This design comes from an exercise in tuning for small area, a short achievable clock period and few clock cycles per item on the open sky130 flow, not from production work.
In this exercise RTL edits were held to simulation tests only and were not proved equivalent to the original.

// shuffled_combined_lcg_generator
module shuffled_combined_lcg_generator #(
  parameter int unsigned TABLE_SIZE = sclg_pkg::DEF_TABLE_SIZE
) (
  input  logic        clk_i,
  input  logic        rst_ni,
  input  logic        s_axis_tvalid,
  output logic        s_axis_tready,
  input  logic [31:0] s_axis_tdata,    
  input  logic        s_axis_tuser,    
  output logic        m_axis_tvalid,
  input  logic        m_axis_tready,
  output logic [31:0] m_axis_tdata     
);
clock: 12.0 ns
lec_check: 0
cap_margin: 20
core_margin: 2
core_utilization: 55
setup_slack_margin: 5
slew_margin: 20
run.sh (not shown) runs the stock make flow with config.mk's settings and CLKGATE_MAP_FILE= SYNTH_SCRIPT=/design/flow/synth_recipe.tcl, a recipe that flattens the netlist after the stock synthesis.
The baseline finished with timing, DRC and antenna clean.
Testbench counts at the start, summed over its fixed seeds: cycles 12,363, items 9,600.
Rerun with:
--- a/flow/design.v
+++ b/flow/design.v
@@ -1192,26 +1192,27 @@
   localparam int unsigned CW = $clog2(TABLE_SIZE + 9);
   logic              in_v_q;            
   logic              seeded_q;
   logic              seeding_q;
   logic [CW-1:0]     cnt_q;
   logic [LAZY_W-1:0] g1_q, g2_q;        
   logic [VAL_W-1:0]  g2x_q;             
   logic [TABLE_SIZE-1:0] idx_q;         
   logic [VAL_W-1:0]  tbl_q [TABLE_SIZE];
-  logic              o_v_q;
-  logic [VAL_W-1:0]  o_q;
+  logic              o0_v_q, o1_v_q;
+  logic              rdy_q;             
+  logic [VAL_W-1:0]  o0_q, o1_q;
   logic [LAZY_W-1:0] g1_step, g2_step;
   logic [VAL_W-1:0]  g1x, g2x, rd, res, seed_sat;
   logic [VAL_W-1:0]  d0, d1, p0, p1;
   logic              gt;
   logic [TABLE_SIZE-1:0] res_idx, seed_idx;
-  logic              in_fire, seed_start, draw_go, out_space;
+  logic              in_fire, seed_start, draw_go, out_space, pop;
   logic              g1_adv, g2_adv;
   sclg_step_one u_step_one (.x(g1_q), .y(g1_step));
   sclg_step_two u_step_two (.x(g2_q), .y(g2_step));
   function automatic logic [VAL_W-1:0] reduce(input logic [LAZY_W-1:0] v,
                                                input logic [7:0] fold);
     logic [11:0] k0, k1;
     logic [31:0] t, u;
     k0 = '0;
     k1 = '0;
@@ -1289,35 +1290,55 @@
   always_comb begin
     if (s_axis_tdata[VAL_W-1:0] == '0 || !s_axis_tuser) begin
       seed_sat = VAL_W'(1);
     end else if (s_axis_tdata[VAL_W-1:0] > WRAP_SPAN) begin
       seed_sat = WRAP_SPAN;
     end else begin
       seed_sat = s_axis_tdata[VAL_W-1:0];
     end
   end
-  assign out_space     = !o_v_q || m_axis_tready;
+  assign out_space     = !(o0_v_q && o1_v_q);
   assign draw_go       = in_v_q && !seeding_q && out_space;
-  assign s_axis_tready = !in_v_q || draw_go;
-  assign in_fire       = s_axis_tvalid && s_axis_tready;
+  assign s_axis_tready = rdy_q;         
+  assign in_fire       = s_axis_tvalid && rdy_q;
   assign seed_start    = in_fire && (s_axis_tuser || !seeded_q);
+  assign pop           = o0_v_q && m_axis_tready;
   assign g1_adv        = draw_go || seeding_q;
   assign g2_adv        = draw_go || (seeding_q && cnt_q >= CW'(TABLE_SIZE + 7));
+  logic in_v_d, seeding_d, o0_v_d, o1_v_d;
+  always_comb begin
+    in_v_d    = in_fire || (in_v_q && !draw_go);
+    seeding_d = seed_start || (seeding_q && cnt_q != '0);
+    o0_v_d    = o0_v_q;
+    o1_v_d    = o1_v_q;
+    if (o1_v_q) begin
+      if (pop) o1_v_d = 1'b0;
+    end else if (o0_v_q) begin
+      if (draw_go && !pop) o1_v_d = 1'b1;
+      if (pop && !draw_go) o0_v_d = 1'b0;
+    end else begin
+      if (draw_go) o0_v_d = 1'b1;
+    end
+  end
   always_ff @(posedge clk_i or negedge rst_ni) begin
     if (!rst_ni) begin
       in_v_q    <= 1'b0;
       seeded_q  <= 1'b0;
       seeding_q <= 1'b0;
-      o_v_q     <= 1'b0;
+      o0_v_q    <= 1'b0;
+      o1_v_q    <= 1'b0;
+      rdy_q     <= 1'b1;
     end else begin
-      in_v_q    <= in_fire || (in_v_q && !draw_go);
-      seeding_q <= seed_start || (seeding_q && cnt_q != '0);
-      o_v_q     <= draw_go || (o_v_q && !m_axis_tready);
+      in_v_q    <= in_v_d;
+      seeding_q <= seeding_d;
+      o0_v_q    <= o0_v_d;
+      o1_v_q    <= o1_v_d;
+      rdy_q     <= !in_v_d || (!seeding_d && !(o0_v_d && o1_v_d));
       if (seed_start) seeded_q <= 1'b1;
     end
   end
   always_ff @(posedge clk_i) begin
     if (seed_start) begin
       g1_q  <= LAZY_W'(seed_sat);
       g2_q  <= LAZY_W'(seed_sat);
       cnt_q <= CW'(TABLE_SIZE + 8);
     end else begin
@@ -1333,22 +1354,29 @@
         idx_q <= res_idx;
       end
     end
     for (int r = 0; r < int'(TABLE_SIZE); r++) begin
       if ((draw_go && idx_q[r]) ||
           (seeding_q && cnt_q == CW'(r))) begin
         tbl_q[r] <= g1x;
       end
     end
-    if (draw_go) o_q <= res;
+    if (o1_v_q) begin
+      if (pop) o0_q <= o1_q;
+    end else if (o0_v_q) begin
+      if (pop) o0_q <= res;
+      else     o1_q <= res;
+    end else begin
+      o0_q <= res;
+    end
   end
-  assign m_axis_tvalid = o_v_q;
-  assign m_axis_tdata  = {1'b0, o_q};
+  assign m_axis_tvalid = o0_v_q;
+  assign m_axis_tdata  = {1'b0, o0_q};
 endmodule
 module sclg_add #(
   parameter int unsigned W = 31
 ) (
   input  logic [W-1:0] a,
   input  logic [W-1:0] b,
   input  logic         ci,
   output logic [W-1:0] s,
   output logic [W:0]   c
Outcome: The new run completed without violations; maximum frequency is lower by a few percent; global-route usage goes up by 0.21 points; sequential share of layout area rises by 0.28 points; clock-buffer cell count rose by 3; wire length came out higher by a few percent; sequential cell count rose by 33; design area rises by a few percent; worst hold slack is better by 0.047 ns; area after synthesis rises by a few percent.
Testbench counts after the change, summed over its fixed seeds: cycles 12,363, items 9,600.

==> afterwards: timing with drivers on the ports <==
In the flow no input, the clock included, has a driving cell. The finished layouts below were timed again as built, in two steps.
Step 1: set_driving_cell puts a clkbuf_16 on clk_i and a buf_2 on each other input, an assumption about the parent block.
Step 2 moves the port delays by t, midway between the first and last clock arrival at a register: inputs arrive t later, outputs are due t later. That takes back most of the time a late clock gives input paths.
Three values: ideal ports, drivers, drivers and shift; two values: the first two.
run | shift t [ns] | setup slack, ns | clock arrival spread, ns | worst slew at a driven data input, ns
the first run | 0.827 | 5.158 / 5.126 / 5.126 | 0.085 / 0.085 | 0.04
the second run | 0.826 | 4.973 / 4.973 / 4.973 | 0.115 / 0.115 | 0.04
After both steps every run listed still meets setup and hold. For the first run, which loses most, drivers alone change the setup slack by -0.032 ns; drivers and shift together by -0.032 ns.
